This is an optimization exercise on Yosys and OpenROAD, whose aim is small area, a short achievable clock period and few clock cycles per item, not a production implementation. RTL that was checked went through simulation tests only; none was proved equivalent to the original. Function not checked in run 1: the RTL went through the layout flow alone. Power figures rest on the tool's default switching activity, not on a simulated workload.

===== design/flow/flow/run.sh =====
#!/bin/bash
set -uo pipefail
export BUFFER_PORTS_ARGS="-buffer_cell sky130_fd_sc_hd__buf_4"
export POST_GLOBAL_PLACE_TCL="$PWD/flow/outbuf.tcl"
bash standard.sh > standard_flow.log 2>&1

===== design/flow/flow/outbuf.tcl =====
# Move each output port's buffer onto its driving cell (usually the register
# behind the port), so that the register drives only a short wire and the
# buffer drives the long wire to the pin. Detailed placement legalizes it.
set block [ord::get_db_block]
set moved 0
foreach bterm [$block getBTerms] {
  if {[$bterm getIoType] ne "OUTPUT"} { continue }
  set net [$bterm getNet]
  if {$net eq "NULL"} { continue }
  set buf ""
  foreach iterm [$net getITerms] {
    if {[$iterm isOutputSignal]} { set buf [$iterm getInst] }
  }
  if {$buf eq ""} { continue }
  set innet ""
  foreach iterm [$buf getITerms] {
    if {[$iterm isInputSignal] && [$iterm getNet] ne "NULL"} { set innet [$iterm getNet] }
  }
  if {$innet eq ""} { continue }
  set drv ""
  foreach iterm [$innet getITerms] {
    if {[$iterm isOutputSignal]} { set drv [$iterm getInst] }
  }
  if {$drv eq ""} { continue }
  set loc [$drv getLocation]
  $buf setLocation [lindex $loc 0] [lindex $loc 1]
  incr moved
}
puts "outbuf.tcl: moved $moved output buffers next to their drivers"

===== design/flow/standard.sh =====
#!/bin/bash
# synth_recipe.tcl (not shown) runs the flow's synth.tcl, then flattens the netlist and writes it again
# the make line also repeats each setting of config.mk as NAME=value (left out here)
make -C /OpenROAD-flow-scripts/flow DESIGN_CONFIG=/design/flow/config.mk WORK_HOME=/design/flow/orfs CLKGATE_MAP_FILE= SYNTH_SCRIPT=/design/flow/synth_recipe.tcl "${@:-finish}"

===== design/flow/config.mk =====
export PLATFORM = sky130hd
export DESIGN_NAME = window_line_buffer_kxk
export DESIGN_NICKNAME = window_line_buffer_kxk
export VERILOG_FILES = /design/flow/design.v
export SDC_FILE = /design/flow/constraint.sdc
export NUM_CORES = 4
export LEC_CHECK = 0
export CAP_MARGIN = 20
export CORE_MARGIN = 2
export CORE_UTILIZATION = 70
export CTS_CLUSTER_DIAMETER = 60
export CTS_CLUSTER_SIZE = 24
export PLACE_DENSITY = 0.75
export SETUP_SLACK_MARGIN = 3.4
export SLEW_MARGIN = 20

===== design/flow/constraint.sdc =====
create_clock -name core_clock -period 6.0 [get_ports {clk}]
set_input_delay 1.2000 -clock core_clock [delete_from_list [all_inputs] [get_ports {clk}]]
set_output_delay 1.2000 -clock core_clock [all_outputs]
set_load 0.01 [all_outputs]

===== design/flow/design.v =====
module window_line_buffer_kxk #(
  parameter int DATA_WIDTH = 32,
  parameter int K          = 3,
  parameter int MAX_WIDTH  = 64,
  parameter int CNT_W      = 8
) (
  input  logic                         clk,
  input  logic                         rst,
  input  logic                         frame_start,
  input  logic [CNT_W-1:0]             cfg_width,
  input  logic [CNT_W-1:0]             cfg_height,
  input  logic                         cfg_stride2,
  input  logic                         s_valid,
  output logic                         s_ready,
  input  logic [DATA_WIDTH-1:0]        s_data,
  output logic                         m_valid,
  input  logic                         m_ready,
  output logic [K*K*DATA_WIDTH-1:0]    m_window,
  output logic                         m_last,
  output logic                         frame_done,
  output logic                         cfg_err
);
  localparam int DW = DATA_WIDTH;
  localparam int NSEG = 6;    
  logic [5:0]      r_wm1;      
  logic [7:0]      r_hm1;      
  logic            r_s2;
  logic [NSEG-1:0] r_use [4];
  logic [3:0]      r_w3;
  logic            w_cfg_ok;
  logic [5:0]      w_dly;
  logic [5:0]      w_rest;
  assign w_cfg_ok = (cfg_width >= CNT_W'(3)) && (cfg_width <= CNT_W'(64)) &&
                    (cfg_height >= CNT_W'(3));
  assign w_dly    = r_wm1 - 6'd3;    
  assign w_rest   = (w_dly >= 6'd29) ? (w_dly - 6'd29) : w_dly;
  always_ff @(posedge clk) begin
    if (frame_start) begin
      r_wm1 <= 6'(cfg_width - 8'd1);
      r_hm1 <= cfg_height - 8'd1;
      r_s2  <= cfg_stride2;
    end
  end
  always_ff @(posedge clk) begin
    r_use[0] <= {w_dly >= 6'd29, w_rest[4:0]};
    r_w3[0]  <= (r_wm1 == 6'd2);
    for (int q = 1; q < 4; q++) begin
      r_use[q] <= r_use[q-1];
      r_w3[q]  <= r_w3[q-1];
    end
  end
  logic       r_run;        
  logic       r_sready;
  logic [5:0] r_icol;
  logic [7:0] r_irow;
  logic       w_push;
  logic       w_col_last;
  logic       w_row_last;
  logic       w_emit;
  logic       w_lastwin;
  assign s_ready = r_sready;
  assign w_push  = s_valid && r_sready;
  assign w_col_last = (r_icol == r_wm1);
  assign w_row_last = (r_irow == r_hm1);
  assign w_emit     = (r_irow >= 8'd2) && (r_icol >= 6'd2) &&
                      (!r_s2 || (!r_irow[0] && !r_icol[0]));
  assign w_lastwin  = w_emit &&
      ({r_icol[5:1], r_icol[0] | r_s2} == {r_wm1[5:1], r_wm1[0] | r_s2}) &&
      ({r_irow[7:1], r_irow[0] | r_s2} == {r_hm1[7:1], r_hm1[0] | r_s2});
  always_ff @(posedge clk) begin
    if (frame_start) begin
      r_icol <= '0;
      r_irow <= '0;
    end else if (w_push) begin
      if (w_col_last) begin
        r_icol <= '0;
        r_irow <= r_irow + 8'd1;
      end else begin
        r_icol <= r_icol + 6'd1;
      end
    end
  end
  logic [DW-1:0] r_fd [2];
  logic [1:0]    r_fe;         
  logic [1:0]    r_fl;         
  logic          r_wp;
  logic          r_rp;
  logic [1:0]    r_cnt;
  localparam int NP = 4;       
  logic [NP-1:1] r_mvx;        
  logic [1:0]    r_cntx [NP];  
  logic [NP-1:0] w_popv;
  logic          w_pop;
  logic [DW-1:0] w_head;
  logic [1:0]    w_cnt_n;
  logic          w_run_n;
  assign w_pop   = (r_cnt != 2'd0) && (!m_valid || m_ready);
  assign w_popv[0] = w_pop;
  for (genvar k = 1; k < NP; k++) begin : g_popx
    assign w_popv[k] = (r_cntx[k] != 2'd0) && (!r_mvx[k] || m_ready);
    always_ff @(posedge clk or posedge rst) begin
      if (rst) begin
        r_cntx[k] <= 2'd0;
        r_mvx[k]  <= 1'b0;
      end else if (frame_start) begin
        r_cntx[k] <= 2'd0;
        r_mvx[k]  <= 1'b0;
      end else begin
        r_cntx[k] <= r_cntx[k] + 2'(w_push) - 2'(w_popv[k]);
        if (w_popv[k])    r_mvx[k] <= r_fe[r_rp];
        else if (m_ready) r_mvx[k] <= 1'b0;
      end
    end
  end
  assign w_head  = r_fd[r_rp];
  assign w_cnt_n = r_cnt + 2'(w_push) - 2'(w_pop);
  assign w_run_n = r_run && !(w_push && w_col_last && w_row_last);
  always_ff @(posedge clk) begin
    if (w_push) begin
      r_fd[r_wp] <= s_data;
      r_fe[r_wp] <= w_emit;
      r_fl[r_wp] <= w_lastwin;
    end
  end
  always_ff @(posedge clk or posedge rst) begin
    if (rst) begin
      r_run      <= 1'b0;
      r_sready   <= 1'b0;
      r_wp       <= 1'b0;
      r_rp       <= 1'b0;
      r_cnt      <= 2'd0;
      m_valid    <= 1'b0;
      m_last     <= 1'b0;
      frame_done <= 1'b0;
      cfg_err    <= 1'b0;
    end else if (frame_start) begin
      r_run      <= w_cfg_ok;
      r_sready   <= w_cfg_ok;
      r_wp       <= 1'b0;
      r_rp       <= 1'b0;
      r_cnt      <= 2'd0;
      m_valid    <= 1'b0;
      m_last     <= 1'b0;
      frame_done <= 1'b0;
      cfg_err    <= !w_cfg_ok;
    end else begin
      r_run      <= w_run_n;
      r_sready   <= w_run_n && (w_cnt_n != 2'd2);
      r_cnt      <= w_cnt_n;
      if (w_push) r_wp <= !r_wp;
      if (w_pop)  r_rp <= !r_rp;
      frame_done <= m_valid && m_ready && m_last;
      if (w_pop) begin
        m_valid <= r_fe[r_rp];
        m_last  <= r_fl[r_rp];
      end else if (m_ready) begin
        m_valid <= 1'b0;
        m_last  <= 1'b0;
      end
    end
  end
  logic [DW-1:0] r_tap [9];
  logic [DW-1:0] w_dl_in  [2];
  logic [DW-1:0] w_dl_out [2];
  assign w_dl_in[0] = r_tap[2];
  assign w_dl_in[1] = r_tap[5];
  localparam int GW = DW / NP;    
  for (genvar l = 0; l < 2; l++) begin : g_line
    for (genvar g = 0; g < NP; g++) begin : g_grp
      localparam int Q = 2 * l + (2 * g) / NP;    
      logic [GW-1:0] w_si [NSEG+1];
      logic [GW-1:0] r_fix;
      for (genvar s = 0; s < NSEG; s++) begin : g_seg
        localparam int L = (s == 5) ? 29 : (1 << s);
        logic [GW-1:0] r_sr [L];
        always_ff @(posedge clk) begin
          if (w_popv[g]) begin
            r_sr[0] <= w_si[s];
            for (int k = 1; k < L; k++) r_sr[k] <= r_sr[k-1];
          end
        end
        if (s == 2) begin : g_fix
          always_ff @(posedge clk) begin
            if (w_popv[g]) r_fix <= r_use[Q][s] ? r_sr[L-1] : w_si[s];
          end
          assign w_si[s+1] = r_fix;
        end else begin : g_byp
          assign w_si[s+1] = r_use[Q][s] ? r_sr[L-1] : w_si[s];
        end
      end
      assign w_si[0] = w_dl_in[l][g*GW +: GW];
      assign w_dl_out[l][g*GW +: GW] = r_w3[Q] ? w_dl_in[l][g*GW +: GW]
                                              : w_si[NSEG];
    end
  end
  for (genvar g = 0; g < NP; g++) begin : g_tap
    always_ff @(posedge clk) begin
      if (w_popv[g]) begin
        r_tap[0][g*GW +: GW] <= w_head[g*GW +: GW];
        r_tap[1][g*GW +: GW] <= r_tap[0][g*GW +: GW];
        r_tap[2][g*GW +: GW] <= r_tap[1][g*GW +: GW];
        r_tap[3][g*GW +: GW] <= w_dl_out[0][g*GW +: GW];
        r_tap[4][g*GW +: GW] <= r_tap[3][g*GW +: GW];
        r_tap[5][g*GW +: GW] <= r_tap[4][g*GW +: GW];
        r_tap[6][g*GW +: GW] <= w_dl_out[1][g*GW +: GW];
        r_tap[7][g*GW +: GW] <= r_tap[6][g*GW +: GW];
        r_tap[8][g*GW +: GW] <= r_tap[7][g*GW +: GW];
      end
    end
  end
  always_comb begin
    for (int q = 0; q < 9; q++) m_window[q*DW +: DW] = r_tap[8-q];
  end
endmodule

==> run summary, run 1 <==
Post-Layout Inst Area -> 153000 um2
synthesized cell area -> 137000 um2
worst rel slew slack -> 24.5%
DR vias -> 51600
PwrDens -> 605 nW/um2
Clk Latency, worst-skew pair -> 0.88 ns
crit path capture type -> primary output
crit-path cells -> buf_6
Post-Synth XOR/XNOR Area -> 0.305%
CTS max path bufs -> 3
die width -> 446 um
CTS Root Cell -> clkbuf_16
I/O Pins -> 347
die height -> 446 um
clock skew -> 0.0386 ns
syn avg cell area -> 25.8 um2
DP Wirelength -> 124000 um
worst setup margin -> 3.30 ns
TNS Setup -> 0 ns
area delta synth->final -> 12.0%
Worst-Margin Slew -> 1.13 ns
largest fanout on the critical path -> 2
max-slew violation count -> 0
status -> no timing/DRC/antenna violations
Port Buf Inserts -> 346
clock slew at reported path FFs -> 0.10 ns
vias in the first global route -> 49500
Die Area -> 199000 um2
antenna violations before repair -> 12
Initial Util -> 70.3%
crit path DAT -> 1.50 ns
final hold vios -> 0
DRT Wirelength -> 231000 um
Final nets -> 6236
Yosys warning count -> 62
WP data required -> 4.80 ns
Cell variety after synth -> 52
most frequent cells in the layout -> edfxtp_1 (4275), buf_4 (405), mux2_2 (298), buf_6 (286), clkbuf_16 (218)
dpl cells -> 8188
First-pass DRT Iterations -> 5
DRT antenna net count -> 0
worst min-delay path class -> reg2reg
vias per cell -> 5.84
Routed WL per cell -> 26.1 um
crit path kind -> reg2out
leakage power -> 51.3 nW
Fmax -> 370 MHz
DP Worst Slack -> 2.48 ns
GRT Overall Usage -> 22.4%
cells after synthesis -> 5303
Clock Sinks -> 4336
Simple-Gate Fraction of Synth Area -> 0.700%
Compound-Gate Fraction of Synth Area -> 0.640%
unrepaired setup endpoints after global routing -> true
first-pass GRT wire length -> 322000 um
area post-placement -> 143000 um2
Post-Synth Adder-Cell Area -> 0.174%
Tcrit/Tclk final -> 45.0%
most common cell after layout, fill and taps aside -> edfxtp_1
core area -> 195000 um2
Seq/Total Area, Yosys -> 94.8%
mux share of post-synthesis cell area -> 2.93%
H-tree levels -> 4
# setup viols final -> 0
delay-heaviest family, CP -> flip-flops
Worst VDD drop -> 0.961 mV
largest net degree at the start of global routing -> 197
CP peak stage delay -> 0.44 ns
final worst path period need -> 2.70 ns
max-capacitance violation count -> 0
CTS tree -> built
Buf/Inv on CP -> 1
Residual DRC -> 0
CP max stage cell -> edfxtp_1
flops & latches, synth -> 4336
Final Non-Filler Cells -> 8833
Overflow after GRT -> 0
First DRT Iteration DRCs -> 6260
Worst Setup Start Kind -> flip-flop
Synth Net Count -> 5376
combinational family with the most area after synthesis -> multiplexers
# rows -> 162
final core utilization -> 78.7%
Num CTS Buffers -> 213
share of layout cells above drive strength 1 -> 21.2%
power by group:
part           internal [mW]  switching, mW  leakage (nW)
Clock                   7.40           8.84          3.18
Sequential              55.5           5.33          41.3
Combinational           4.68           10.9          6.81
flip-flops by register name, indices dropped and copies added, names as in the netlist, 2 cells and up, named ones only:
| name | cells |
|---|---|
| g_line.g_grp.g_seg.r_sr | 3840 |
| r_tap | 288 |
| g_line.g_grp.r_fix | 64 |
| r_fd | 64 |
| r_use | 24 |
| r_hm1 | 8 |
| r_irow | 8 |
| r_cntx | 6 |
| r_icol | 6 |
| r_wm1 | 6 |
| r_w3 | 4 |
| r_mvx | 3 |
| r_cnt | 2 |
worst paths after layout:
check | slack (ns) | endpoint | cells after the start | startpoint
max in group asynchronous | 4.91 | r_rp | 2 | rst
worst max-delay path | 3.30 | m_window[144] | 1 | r_tap[4][16]
worst min-delay path | 0.39 | r_use[2][5] | 0 | r_use[1][5]
worst max register to register | 3.49 | r_use[0][3] | 6 | r_wm1[1]
worst min register to register | 0.39 | r_use[2][5] | 0 | r_use[1][5]
min in group asynchronous | 0.54 | r_run | 2 | rst
what timing repair did:
action	4_1_cts	5_1_grt
endpoints found under the setup margin	293	437
hold buffers	0	0
gates cloned	0	2
setup buffers	190	110
resized for setup	273	14
hold endpoints to repair	0	0
area by class of cell:
type	count	area, um2
sequential	4336	130000
multi-input combinational	808	6600
antenna	9	22.5
fill	8868	41400
tap	2542	3180
clock inverter	76	968
timing repair buffer	718	6810
inverter	86	335
clock buffer	258	5620
cell families after synthesis:
family | Yosys count
flip-flops | 4336
multiplexers | 363
AND/OR/NAND/NOR | 213
AO/OA/AOI/OAI | 165
buffers and inverters | 161
XOR/XNOR | 46
adder cells (fa/ha/maj) | 19
metal layers:
layer / track usage, % / routed length [um] / vias up
met3: 3.11 / 13900 / 375
met1: 33.4 / 95100 / 26700
met4: 7.16 / 8240 / 0
li1: - / - / 22600
met5: 0 / 0 / -
met2: 35.6 / 114000 / 1865
Yosys cell counts, drive strengths merged:
master / number / area, um2
a31oi: 2 / 12.5
nand2: 134 / 503
and4: 1 / 8.76
nor4bb: 1 / 10.0
dfxtp: 42 / 841
and2: 2 / 16.3
nor3: 7 / 46.3
clkbuf: 44 / 188
and3: 5 / 31.3
o21ai: 131 / 656
nor2b: 7 / 43.8
edfxtp: 4275 / 128000
inv: 86 / 323
o41ai: 1 / 8.76
nor3b: 1 / 7.51
mux2: 299 / 3370
xor2: 25 / 234
ha: 19 / 238
nand4: 7 / 43.8
nor2: 29 / 111
a21oi: 16 / 83.8
nand4b: 1 / 8.76
buf: 31 / 161
or4: 4 / 30.0
o211ai: 1 / 7.51
dfrtp: 19 / 475
nand2b: 5 / 31.3
nand3: 2 / 15.0
o21a: 5 / 37.5
xnor2: 21 / 184
mux2i: 64 / 641
nor4b: 3 / 26.3
o31ai: 1 / 7.51
a31o: 1 / 8.76
or3: 1 / 6.26
nor4: 3 / 18.8
o22ai: 1 / 6.26
o311ai: 2 / 17.5
a211oi: 4 / 30.0
stage by stage:
step	total power, mW	hold slack, ns
final	92.7	0.390
after global routing	96.4	0.397
after detailed placement	74.4	0.361
after CTS	92.4	0.391
after global placement	73.0	0.363
after floorplan	60.0	0.326
==> inputs of run 2 (changes only) <==
--- a/design/flow/design.v
+++ b/design/flow/design.v
@@ -87,8 +87,4 @@
   logic          r_rp;
   logic [1:0]    r_cnt;
-  localparam int NP = 4;       
-  logic [NP-1:1] r_mvx;        
-  logic [1:0]    r_cntx [NP];  
-  logic [NP-1:0] w_popv;
   logic          w_pop;
   logic [DW-1:0] w_head;
@@ -96,21 +92,4 @@
   logic          w_run_n;
   assign w_pop   = (r_cnt != 2'd0) && (!m_valid || m_ready);
-  assign w_popv[0] = w_pop;
-  for (genvar k = 1; k < NP; k++) begin : g_popx
-    assign w_popv[k] = (r_cntx[k] != 2'd0) && (!r_mvx[k] || m_ready);
-    always_ff @(posedge clk or posedge rst) begin
-      if (rst) begin
-        r_cntx[k] <= 2'd0;
-        r_mvx[k]  <= 1'b0;
-      end else if (frame_start) begin
-        r_cntx[k] <= 2'd0;
-        r_mvx[k]  <= 1'b0;
-      end else begin
-        r_cntx[k] <= r_cntx[k] + 2'(w_push) - 2'(w_popv[k]);
-        if (w_popv[k])    r_mvx[k] <= r_fe[r_rp];
-        else if (m_ready) r_mvx[k] <= 1'b0;
-      end
-    end
-  end
   assign w_head  = r_fd[r_rp];
   assign w_cnt_n = r_cnt + 2'(w_push) - 2'(w_pop);
@@ -165,15 +144,15 @@
   assign w_dl_in[0] = r_tap[2];
   assign w_dl_in[1] = r_tap[5];
-  localparam int GW = DW / NP;    
   for (genvar l = 0; l < 2; l++) begin : g_line
-    for (genvar g = 0; g < NP; g++) begin : g_grp
-      localparam int Q = 2 * l + (2 * g) / NP;    
-      logic [GW-1:0] w_si [NSEG+1];
-      logic [GW-1:0] r_fix;
+    for (genvar h = 0; h < 2; h++) begin : g_half
+      localparam int HW = DW / 2;
+      localparam int Q  = 2 * l + h;    
+      logic [HW-1:0] w_si [NSEG+1];
+      logic [HW-1:0] r_fix;
       for (genvar s = 0; s < NSEG; s++) begin : g_seg
         localparam int L = (s == 5) ? 29 : (1 << s);
-        logic [GW-1:0] r_sr [L];
+        logic [HW-1:0] r_sr [L];
         always_ff @(posedge clk) begin
-          if (w_popv[g]) begin
+          if (w_pop) begin
             r_sr[0] <= w_si[s];
             for (int k = 1; k < L; k++) r_sr[k] <= r_sr[k-1];
@@ -182,5 +161,5 @@
         if (s == 2) begin : g_fix
           always_ff @(posedge clk) begin
-            if (w_popv[g]) r_fix <= r_use[Q][s] ? r_sr[L-1] : w_si[s];
+            if (w_pop) r_fix <= r_use[Q][s] ? r_sr[L-1] : w_si[s];
           end
           assign w_si[s+1] = r_fix;
@@ -189,22 +168,20 @@
         end
       end
-      assign w_si[0] = w_dl_in[l][g*GW +: GW];
-      assign w_dl_out[l][g*GW +: GW] = r_w3[Q] ? w_dl_in[l][g*GW +: GW]
-                                              : w_si[NSEG];
+      assign w_si[0] = w_dl_in[l][h*HW +: HW];
+      assign w_dl_out[l][h*HW +: HW] = r_w3[Q] ? w_dl_in[l][h*HW +: HW]
+                                                : w_si[NSEG];
     end
   end
-  for (genvar g = 0; g < NP; g++) begin : g_tap
-    always_ff @(posedge clk) begin
-      if (w_popv[g]) begin
-        r_tap[0][g*GW +: GW] <= w_head[g*GW +: GW];
-        r_tap[1][g*GW +: GW] <= r_tap[0][g*GW +: GW];
-        r_tap[2][g*GW +: GW] <= r_tap[1][g*GW +: GW];
-        r_tap[3][g*GW +: GW] <= w_dl_out[0][g*GW +: GW];
-        r_tap[4][g*GW +: GW] <= r_tap[3][g*GW +: GW];
-        r_tap[5][g*GW +: GW] <= r_tap[4][g*GW +: GW];
-        r_tap[6][g*GW +: GW] <= w_dl_out[1][g*GW +: GW];
-        r_tap[7][g*GW +: GW] <= r_tap[6][g*GW +: GW];
-        r_tap[8][g*GW +: GW] <= r_tap[7][g*GW +: GW];
-      end
+  always_ff @(posedge clk) begin
+    if (w_pop) begin
+      r_tap[0] <= w_head;
+      r_tap[1] <= r_tap[0];
+      r_tap[2] <= r_tap[1];
+      r_tap[3] <= w_dl_out[0];
+      r_tap[4] <= r_tap[3];
+      r_tap[5] <= r_tap[4];
+      r_tap[6] <= w_dl_out[1];
+      r_tap[7] <= r_tap[6];
+      r_tap[8] <= r_tap[7];
     end
   end
==> design/flow/flow/run.sh (replaced) <==
#!/bin/bash
set -uo pipefail
export BUFFER_PORTS_ARGS="-buffer_cell sky130_fd_sc_hd__buf_4"
export PRE_IO_PLACEMENT_TCL="$PWD/flow/pins.tcl"
bash standard.sh > standard_flow.log 2>&1
==> design/flow/flow/pins.tcl (new file) <==
# Keep the nine window outputs of each pixel bit next to each other on the
# die edge, in chain order, so that each bit slice of the shift chain can
# keep all of its taps near the edge.
set_io_pin_constraint -group -order -pin_names [get_ports {m_window[256] m_window[224] m_window[192] m_window[160] m_window[128] m_window[96] m_window[64] m_window[32] m_window[0]}]
set_io_pin_constraint -group -order -pin_names [get_ports {m_window[257] m_window[225] m_window[193] m_window[161] m_window[129] m_window[97] m_window[65] m_window[33] m_window[1]}]
set_io_pin_constraint -group -order -pin_names [get_ports {m_window[258] m_window[226] m_window[194] m_window[162] m_window[130] m_window[98] m_window[66] m_window[34] m_window[2]}]
set_io_pin_constraint -group -order -pin_names [get_ports {m_window[259] m_window[227] m_window[195] m_window[163] m_window[131] m_window[99] m_window[67] m_window[35] m_window[3]}]
set_io_pin_constraint -group -order -pin_names [get_ports {m_window[260] m_window[228] m_window[196] m_window[164] m_window[132] m_window[100] m_window[68] m_window[36] m_window[4]}]
set_io_pin_constraint -group -order -pin_names [get_ports {m_window[261] m_window[229] m_window[197] m_window[165] m_window[133] m_window[101] m_window[69] m_window[37] m_window[5]}]
set_io_pin_constraint -group -order -pin_names [get_ports {m_window[262] m_window[230] m_window[198] m_window[166] m_window[134] m_window[102] m_window[70] m_window[38] m_window[6]}]
set_io_pin_constraint -group -order -pin_names [get_ports {m_window[263] m_window[231] m_window[199] m_window[167] m_window[135] m_window[103] m_window[71] m_window[39] m_window[7]}]
set_io_pin_constraint -group -order -pin_names [get_ports {m_window[264] m_window[232] m_window[200] m_window[168] m_window[136] m_window[104] m_window[72] m_window[40] m_window[8]}]
set_io_pin_constraint -group -order -pin_names [get_ports {m_window[265] m_window[233] m_window[201] m_window[169] m_window[137] m_window[105] m_window[73] m_window[41] m_window[9]}]
set_io_pin_constraint -group -order -pin_names [get_ports {m_window[266] m_window[234] m_window[202] m_window[170] m_window[138] m_window[106] m_window[74] m_window[42] m_window[10]}]
set_io_pin_constraint -group -order -pin_names [get_ports {m_window[267] m_window[235] m_window[203] m_window[171] m_window[139] m_window[107] m_window[75] m_window[43] m_window[11]}]
set_io_pin_constraint -group -order -pin_names [get_ports {m_window[268] m_window[236] m_window[204] m_window[172] m_window[140] m_window[108] m_window[76] m_window[44] m_window[12]}]
set_io_pin_constraint -group -order -pin_names [get_ports {m_window[269] m_window[237] m_window[205] m_window[173] m_window[141] m_window[109] m_window[77] m_window[45] m_window[13]}]
set_io_pin_constraint -group -order -pin_names [get_ports {m_window[270] m_window[238] m_window[206] m_window[174] m_window[142] m_window[110] m_window[78] m_window[46] m_window[14]}]
set_io_pin_constraint -group -order -pin_names [get_ports {m_window[271] m_window[239] m_window[207] m_window[175] m_window[143] m_window[111] m_window[79] m_window[47] m_window[15]}]
set_io_pin_constraint -group -order -pin_names [get_ports {m_window[272] m_window[240] m_window[208] m_window[176] m_window[144] m_window[112] m_window[80] m_window[48] m_window[16]}]
set_io_pin_constraint -group -order -pin_names [get_ports {m_window[273] m_window[241] m_window[209] m_window[177] m_window[145] m_window[113] m_window[81] m_window[49] m_window[17]}]
set_io_pin_constraint -group -order -pin_names [get_ports {m_window[274] m_window[242] m_window[210] m_window[178] m_window[146] m_window[114] m_window[82] m_window[50] m_window[18]}]
set_io_pin_constraint -group -order -pin_names [get_ports {m_window[275] m_window[243] m_window[211] m_window[179] m_window[147] m_window[115] m_window[83] m_window[51] m_window[19]}]
set_io_pin_constraint -group -order -pin_names [get_ports {m_window[276] m_window[244] m_window[212] m_window[180] m_window[148] m_window[116] m_window[84] m_window[52] m_window[20]}]
set_io_pin_constraint -group -order -pin_names [get_ports {m_window[277] m_window[245] m_window[213] m_window[181] m_window[149] m_window[117] m_window[85] m_window[53] m_window[21]}]
set_io_pin_constraint -group -order -pin_names [get_ports {m_window[278] m_window[246] m_window[214] m_window[182] m_window[150] m_window[118] m_window[86] m_window[54] m_window[22]}]
set_io_pin_constraint -group -order -pin_names [get_ports {m_window[279] m_window[247] m_window[215] m_window[183] m_window[151] m_window[119] m_window[87] m_window[55] m_window[23]}]
set_io_pin_constraint -group -order -pin_names [get_ports {m_window[280] m_window[248] m_window[216] m_window[184] m_window[152] m_window[120] m_window[88] m_window[56] m_window[24]}]
set_io_pin_constraint -group -order -pin_names [get_ports {m_window[281] m_window[249] m_window[217] m_window[185] m_window[153] m_window[121] m_window[89] m_window[57] m_window[25]}]
set_io_pin_constraint -group -order -pin_names [get_ports {m_window[282] m_window[250] m_window[218] m_window[186] m_window[154] m_window[122] m_window[90] m_window[58] m_window[26]}]
set_io_pin_constraint -group -order -pin_names [get_ports {m_window[283] m_window[251] m_window[219] m_window[187] m_window[155] m_window[123] m_window[91] m_window[59] m_window[27]}]
set_io_pin_constraint -group -order -pin_names [get_ports {m_window[284] m_window[252] m_window[220] m_window[188] m_window[156] m_window[124] m_window[92] m_window[60] m_window[28]}]
set_io_pin_constraint -group -order -pin_names [get_ports {m_window[285] m_window[253] m_window[221] m_window[189] m_window[157] m_window[125] m_window[93] m_window[61] m_window[29]}]
set_io_pin_constraint -group -order -pin_names [get_ports {m_window[286] m_window[254] m_window[222] m_window[190] m_window[158] m_window[126] m_window[94] m_window[62] m_window[30]}]
set_io_pin_constraint -group -order -pin_names [get_ports {m_window[287] m_window[255] m_window[223] m_window[191] m_window[159] m_window[127] m_window[95] m_window[63] m_window[31]}]
removed: design/flow/flow/outbuf.tcl
==> run 2 against run 1 <==
Compared with the run above: maximum frequency fell by 4.8%; die area down 0.36%; final area fell by 0.77%; worst hold slack got worse by 0.082 ns; critical path depth unchanged; area after synthesis shrank 0.37%; first-iteration DRC count rose by 0.38%; routed wire length grew 0.79%; worst setup slack got worse by 0.14 ns; register-to-register slack got worse by 0.05 ns; clock power about the same; critical path type unchanged; critical endpoint is now m_window[274].
==> run summary, run 2 <==
most common cell after layout, fill and taps aside -> edfxtp_1
status -> no timing/DRC/antenna violations
clock slew at reported path FFs -> 0.09 ns (about the same)
Post-Layout Inst Area -> 152000 um2 (-0.77%)
combinational share of power -> 16.9% (about the same)
largest net degree at the start of global routing -> 211 (+7.1%)
cells after synthesis -> 5261 (-0.79%)
Cell variety after synth -> 49 (-5.8%)
worst min-delay path class -> in2async
most frequent cell after synthesis -> edfxtp_1
unrepaired setup endpoints after global routing -> true
I/O Pins -> 347 (unchanged)
ys async rst share -> 0.231% (-0.21 points)
Biggest register -> g_line.g_half.g_seg.r_sr
Pwr Total -> 94.4 mW (+1.8%)
TNS Setup -> 0 ns (unchanged)
CP max stage cell -> edfxtp_1
die width -> 445 um (-0.18%)
# setup viols final -> 0 (unchanged)
DP Worst Slack -> 2.15 ns (-0.334 ns)
share of layout cells above drive strength 1 -> 19.8% (-1.4 points)
Routed WL per cell -> 26.7 um (+2.4%)
synthesized cell area -> 136000 um2 (-0.37%)
Reg2Reg Depth -> 6 (unchanged)
WP data required -> 4.80 ns (about the same)
Post-synth EDFFs -> 4275 (unchanged)
Num CTS Buffers -> 211 (-0.94%)
clock skew -> 0.0342 ns (-0.00446 ns)
area delta synth->final -> 11.5%
Die Area -> 198000 um2 (-0.36%)
crit path DAT -> 1.64 ns (+0.14 ns)
Tcrit/Tclk final -> 47.3% (+2.3 points)
Fmax -> 352 MHz (-4.8%)
# rows -> 162 (unchanged)
worst setup margin -> 3.16 ns (-0.137 ns)
CTS tree -> built
CTS max path bufs -> 3 (unchanged)
Buf/Inv on CP -> 1 (unchanged)
core area -> 194000 um2 (-0.21%)
DRT antenna net count -> 0 (unchanged)
final hold vios -> 0 (unchanged)
Critical Path Source -> r_tap[0][18]
Worst-Margin Slew -> 1.10 ns (-0.0321 ns)
leakage power -> 50.6 nW (-1.4%)
switching pwr -> 26.4 mW (+5.1%)
Int Pwr -> 68.0 mW (+0.54%)
Largest register FFs -> 3840 (unchanged)
Residual DRC -> 0 (unchanged)
Overflow after GRT -> 0 (unchanged)
CTS Root Cell -> clkbuf_16
worst rel slew slack -> 26.7% (+2.2 points)
register cell area after layout -> 129000 um2 (-0.17%)
sequential power share -> 65.5% (-0.2 points)
Clk network pwr share -> 17.5% (about the same)
flops & latches, synth -> 4327 (-0.21%)
syn avg cell area -> 25.9 um2 (+0.43%)
Worst path depth -> 1 (unchanged)
GRT Overall Usage -> 22.6% (+0.14 points)
DR vias -> 51300 (-0.63%)
Hold-fix buffers, CTS -> 0 (unchanged)
Worst VDD drop -> 0.707 mV (-26%)
Synth Net Count -> 5328 (-0.89%)
commonest register cell after synthesis -> edfxtp_1
Synth area leader -> edfxtp_1
max-slew violation count -> 0 (unchanged)
Clock Sinks -> 4327 (-0.21%)
Post-synth top cells -> edfxtp_1 (4275), mux2_2 (294), nand2_1 (136)
vias per cell -> 5.90 (+0.93%)
largest cells by area after synthesis -> edfxtp_1 (94%), mux2_2 (2.4%), dfxtp_1 (0.62%), o21ai_0 (0.49%), mux2i_1 (0.47%)
fillers -> 8788 (-0.90%)
DR WL met3 -> 14200 um (+1.6%)
PwrDens -> 621 nW/um2 (+2.6%)
r2r startpoint -> m_valid
Final nets -> 6090 (-2.3%)
Port Buf Inserts -> 346 (unchanged)
antenna violations before repair -> 11 (-1)
CP peak stage delay -> 0.56 ns (+0.12 ns)
final worst path period need -> 2.84 ns (+0.137 ns)
crit-path cells -> buf_6
most frequent cells in the layout -> edfxtp_1 (4275), buf_4 (302), mux2_2 (294), buf_6 (291), clkbuf_16 (215)
crit path kind -> reg2out
Seq/Total Area, Yosys -> 94.9% (+0.18 points)
top-area cell type share of the netlist area -> 94.1% (+0.34 points)
vias in the first global route -> 49500 (+0.13%)
Initial Util -> 70.2% (-0.11 points)
Top Registers -> g_line.g_half.g_seg.r_sr x3840, r_tap x288
area post-placement -> 143000 um2 (-0.38%)
First DRT Iteration DRCs -> 6284 (+0.38%)
max-capacitance violation count -> 0 (unchanged)
H-tree levels -> 4 (unchanged)
GPL Wtd Cong -> 0.777
DRT Wirelength -> 233000 um (+0.79%)
first-pass GRT wire length -> 324000 um (+0.56%)
Worst Setup Start Kind -> flip-flop
DR WL met2 -> 115000 um (+1.4%)
WL met1 -> 96900 um (+1.9%)
Net Sw Frac -> 28.0% (+0.89 points)
delay-heaviest family, CP -> flip-flops
area of the multi-input gates -> 6320 um2 (-4.3%)
crit path capture type -> primary output
DP Wirelength -> 111000 um (-11%)
First-pass DRT Iterations -> 6 (+1)
Clk Latency, worst-skew pair -> 0.89 ns (about the same)
largest fanout on the critical path -> 2 (unchanged)
die height -> 445 um (-0.18%)
Yosys warning count -> 33 (-47%)
Top Layer Used -> met4
[run 2: power groups by stage]
stage                     Sequential [mW]  Clock [mW]  Combinational [mW]
after floorplan                      41.9           0                1.91
after global placement               61.0           0                13.4
after detailed placement             61.5           0                14.0
after CTS                            61.7        16.7                15.4
after global routing                 63.1        17.7                17.2
final                                61.8        16.5                16.0
[run 2: cell type report]
type / count / share of cell area (%)
Clock inverter: 66 / 0.632
Antenna cell: 3 / 0.00494
Sequential cell: 4327 / 85.2
Tap cell: 2542 / 2.09
Multi-Input combinational cell: 783 / 4.15
Clock buffer: 276 / 3.74
Timing Repair Buffer: 620 / 4.02
Inverter: 80 / 0.198
[run 2: worst paths after layout]
path                            slack, ns                                  endpoint
worst max-delay path                 3.16                             m_window[274]
worst min-delay path                 0.31                                   cfg_err
worst max register to register       3.44  g_line[1].g_half[0].g_seg[5].r_sr[16][4]
worst min register to register       0.37                               r_use[3][3]
max in group asynchronous            5.38                                      r_rp
min in group core_clock              0.37                               r_use[3][3]
[run 2: kinds of logic (layout without fill, tap and decap cells)]
family,after synthesis,in the layout,share of synthesized area (%)
and+or+nand+nor,211,211,0.704
muxes,358,358,2.90
xor gates and xnor gates,40,40,0.268
buffers and inverters,152,1042,0.457
AOI/OAI and AO/OA,160,161,0.610
adders and majority gates,13,13,0.119
other,0,3,0
DFF,4327,4327,94.9
[run 2: what timing repair did]
action | 4_1_cts | 5_1_grt
cloned | 1 | 0
setup buffers | 127 | 74
pin swaps | 1 | 0
setup endpoints to repair | 2962 | 338
resized for setup | 271 | 24
hold endpoints to repair | 0 | 0
[run 2: stage by stage]
step                hold WS (ns)  std cells  utilization, %
finish                     0.309       8697            78.3
global route               0.291       8694            78.3
CTS                        0.245       8620            78.0
detailed placement         0.341       8150            73.5
global placement           0.334       8150            73.5
floorplan                  0.329       5261               -
[run 2: per-layer routing]
metal	up-vias	track usage, %
li1	22300	-
met1	26600	34.3
met2	2003	36.2
met3	378	2.94
met4	0	5.60
met5	-	0
Testbench counts of run 2, summed over its fixed seeds: cycles 95,280, items 95,003.
==> inputs of run 3 (changes only) <==
==> design/flow/flow/run.sh (replaced) <==
#!/bin/bash
set -uo pipefail
export BUFFER_PORTS_ARGS="-buffer_cell sky130_fd_sc_hd__buf_4"
export PRE_IO_PLACEMENT_TCL="$PWD/flow/pins.tcl"
export POST_GLOBAL_PLACE_TCL="$PWD/flow/outbuf.tcl"
bash standard.sh > standard_flow.log 2>&1
==> design/flow/flow/outbuf.tcl (new file) <==
# Move each output port's buffer onto its driving cell (usually the register
# behind the port), so that the register drives only a short wire and the
# buffer drives the long wire to the pin. Detailed placement legalizes it.
set block [ord::get_db_block]
set moved 0
foreach bterm [$block getBTerms] {
  if {[$bterm getIoType] ne "OUTPUT"} { continue }
  set net [$bterm getNet]
  if {$net eq "NULL"} { continue }
  set buf ""
  foreach iterm [$net getITerms] {
    if {[$iterm isOutputSignal]} { set buf [$iterm getInst] }
  }
  if {$buf eq ""} { continue }
  set innet ""
  foreach iterm [$buf getITerms] {
    if {[$iterm isInputSignal] && [$iterm getNet] ne "NULL"} { set innet [$iterm getNet] }
  }
  if {$innet eq ""} { continue }
  set drv ""
  foreach iterm [$innet getITerms] {
    if {[$iterm isOutputSignal]} { set drv [$iterm getInst] }
  }
  if {$drv eq ""} { continue }
  set loc [$drv getLocation]
  $buf setLocation [lindex $loc 0] [lindex $loc 1]
  incr moved
}
puts "outbuf.tcl: moved $moved output buffers next to their drivers"
==> run 3 against run 2 <==
Compared with the run above: still clean on timing, DRC and antenna; via count is 1.4% higher; global-route usage is 0.25 points higher; routed wire length is 1.4% higher; die area stayed put; worst setup slack better by 0.070 ns; first-iteration DRC count hardly changed; critical path depth stayed put; flip-flop and latch count stayed put; worst hold slack worse by 0.019 ns; critical endpoint is now m_window[72]; largest cell class unchanged.
==> run summary, run 3 <==
Buf/Inv on CP -> 1 (unchanged)
area of the multi-input gates -> 6320 um2 (unchanged)
Final nets -> 6211 (+2.0%)
antenna violations before repair -> 14 (+3)
Biggest register -> g_line.g_half.g_seg.r_sr
H-tree levels -> 4 (unchanged)
First DRT Iteration DRCs -> 6282 (-0.032%)
met3 GRT Util -> 3.20% (+0.26 points)
Largest register FFs -> 3840 (unchanged)
vias per cell -> 5.90 (about the same)
global routing's busiest layer -> met1
Yosys warning count -> 33 (unchanged)
unrepaired setup endpoints after global routing -> true
combinational share of power -> 17.9% (+1.0 points)
CP max stage cell -> edfxtp_1
Num CTS Buffers -> 211 (unchanged)
CTS Root Cell -> clkbuf_16
Synth area leader -> edfxtp_1
Seq/Total Area, Yosys -> 94.9% (unchanged)
largest net degree at the start of global routing -> 211 (unchanged)
switching pwr -> 26.5 mW (+0.57%)
Net Sw Frac -> 28.0% (+0.055 points)
I/O Pins -> 347 (unchanged)
Clk network pwr share -> 17.2% (-0.3 points)
Clk Latency, worst-skew pair -> 0.90 ns (about the same)
Worst VDD drop -> 0.700 mV (-0.99%)
DRT antenna net count -> 0 (unchanged)
Post-Layout Inst Area -> 153000 um2 (+0.54%)
Overflow after GRT -> 0 (unchanged)
Worst Setup Start Kind -> flip-flop
register cell area after layout -> 129000 um2 (about the same)
GRT met2 Usage -> 35.0% (-1.2 points)
largest fanout on the critical path -> 2 (unchanged)
final hold vios -> 0 (unchanged)
sequential power share -> 64.9% (-0.6 points)
Worst-Margin Slew -> 1.07 ns (-0.0303 ns)
Critical Path Source -> r_tap[6][8]
crit path kind -> reg2out
syn avg cell area -> 25.9 um2 (unchanged)
First-pass DRT Iterations -> 6 (unchanged)
clock slew at reported path FFs -> 0.09 ns (about the same)
crit-path cells -> buf_6
Port Buf Inserts -> 346 (unchanged)
max-slew violation count -> 0 (unchanged)
core area -> 194000 um2 (unchanged)
CP peak stage delay -> 0.49 ns (-0.07 ns)
cells after synthesis -> 5261 (unchanged)
Final Non-Filler Cells -> 8819 (+1.4%)
worst min-delay path class -> in2async
DRT Wirelength -> 236000 um (+1.4%)
worst rel slew slack -> 28.7% (+2.0 points)
Int Pwr -> 68.2 mW (+0.29%)
Post-synth top cells -> edfxtp_1 (4275), mux2_2 (294), nand2_1 (136)
Tcrit/Tclk final -> 46.1% (-1.2 points)
leakage power -> 51.1 nW (+1.1%)
most frequent cells in the layout -> edfxtp_1 (4275), buf_4 (423), mux2_2 (294), buf_6 (289), clkbuf_16 (218)
CTS tree -> built
area post-placement -> 143000 um2 (unchanged)
final worst path period need -> 2.77 ns (-0.0696 ns)
fillers -> 8710 (-0.89%)
dpl cells -> 8150 (unchanged)
TNS Setup -> 0 ns (unchanged)
area delta synth->final -> 12.1%
Post-synth EDFFs -> 4275 (unchanged)
clock skew -> 0.0385 ns (+0.00430 ns)
ys async rst share -> 0.231% (unchanged)
max-capacitance violation count -> 0 (unchanged)
DP Wirelength -> 118000 um (+6.1%)
Residual DRC -> 0 (unchanged)
Synth Net Count -> 5328 (unchanged)
DR vias -> 52000 (+1.4%)
GRT Overall Usage -> 22.8% (+0.25 points)
status -> no timing/DRC/antenna violations
r2r startpoint -> r_cnt[0]
commonest register cell after synthesis -> edfxtp_1
# setup viols final -> 0 (unchanged)
synthesized cell area -> 136000 um2 (unchanged)
GRT met1 Usage -> 35.7% (+1.4 points)
Initial Util -> 70.2% (unchanged)
WP data required -> 4.80 ns (about the same)
Cell variety after synth -> 49 (unchanged)
Clock Sinks -> 4327 (unchanged)
most common cell after layout, fill and taps aside -> edfxtp_1
Top Registers -> g_line.g_half.g_seg.r_sr x3840, r_tap x288
flops & latches, synth -> 4327 (unchanged)
# rows -> 162 (unchanged)
CTS max path bufs -> 3 (unchanged)
most frequent cell after synthesis -> edfxtp_1
Routed WL per cell -> 26.7 um (about the same)
crit path capture type -> primary output
top-area cell type share of the netlist area -> 94.1% (unchanged)
delay-heaviest family, CP -> flip-flops
first-pass GRT wire length -> 326000 um (+0.82%)
vias in the first global route -> 49200 (-0.71%)
largest cells by area after synthesis -> edfxtp_1 (94%), mux2_2 (2.4%), dfxtp_1 (0.62%), o21ai_0 (0.49%), mux2i_1 (0.47%)
share of layout cells above drive strength 1 -> 21.4% (+1.6 points)
Die Area -> 198000 um2 (unchanged)
die height -> 445 um (unchanged)
crit path DAT -> 1.57 ns (-0.07 ns)
PwrDens -> 620 nW/um2 (-0.17%)
Fmax -> 361 MHz (+2.5%)
die width -> 445 um (unchanged)
run 3: stage by stage:
step	utilization (%)	setup WS (ns)	hold WS, ns	power, mW
after floorplan	-	-28.61	0.329	43.8
after global placement	73.5	2.23	0.334	74.4
after detailed placement	73.5	2.15	0.342	75.7
after CTS	78.2	3.20	0.225	94.1
after global routing	78.7	3.18	0.272	98.5
final	78.7	3.23	0.290	94.7
run 3: worst paths after layout:
path                                                                   to  slack (ns)  depth (start not counted)
worst max-delay path                                         m_window[72]        3.23                          1
worst min-delay path                                              m_valid        0.29                          2
worst max register to register  g_line[1].g_half[1].g_seg[5].r_sr[28][10]        3.34                          4
worst min register to register                                r_use[3][3]        0.36                          0
max in group asynchronous                                            r_rp        5.40                          2
min in group core_clock                                       r_use[3][3]        0.36                          0
run 3: timing repair:
action | CTS | global route
endpoints found under the hold margin | 0 | 0
resized for setup | 271 | 22
hold buffers | 0 | 0
cloned | 1 | 1
pin swaps | 1 | 0
buffers inserted | 198 | 122
setup endpoints to repair | 3013 | 456
run 3: final cells by class:
type,instances,area share [%]
Antenna cell,3,0.00491
Clock buffer,280,3.75
Clock inverter,63,0.534
Inverter,80,0.196
Multi-Input combinational cell,783,4.13
Sequential cell,4327,84.7
Tap cell,2542,2.08
Timing Repair Buffer,741,4.60
run 3: logic make-up after synthesis:
family / synth area share [%]
fa+ha+maj: 0.119
compound gates: 0.610
buf+inv: 0.457
mux: 2.90
xor+xnor: 0.268
simple gates: 0.704
flops: 94.9
run 3: layer usage:
metal,wire (um),part of all wire (%)
met3,15300,6.5
met5,12,0.0051
met4,7270,3.1
met1,99100,42
met2,114000,48
run 3: power by group through the flow:
stage	registers, mW	clock network, mW	logic, mW
3_5_place_dp	61.4	0	14.3
6_report	61.5	16.3	16.9
5_1_grt	62.8	17.5	18.2
3_3_place_gp	61.0	0	13.4
2_1_floorplan	41.9	0	1.91
4_1_cts	61.5	16.5	16.1

==> re-timing with driven ports <==
The flow's constraints put no driver on any port. The routed layouts listed below were extracted and timed again, unchanged, in two steps.
Step 1: set_driving_cell puts a clkbuf_16 on clk and a buf_2 on each other input, an assumption about the parent block.
Step 2 adds t to the input delays and takes it off the output delays; t is the mean of the earliest and latest rising clock arrival at the registers after step 1. Input paths then give back, and output paths get back, about the clock's delay inside the block.
Three values: ideal, step 1, step 2; two values: the first two.
run | t, ns | setup slack, ns | hold slack, ns
run 1 | 0.945 | 3.299 / 3.215 / 2.430 | 0.390 / 0.390 / 0.390
run 2 | 0.959 | 3.162 / 3.076 / 2.606 | 0.309 / 0.248 / 0.375
run 3 | 0.982 | 3.232 / 3.139 / 2.589 | 0.290 / 0.220 / 0.360
After both steps every run listed still meets setup and hold. For run 1, which loses most, drivers alone change the setup slack by -0.084 ns; drivers and shift together by -0.869 ns.
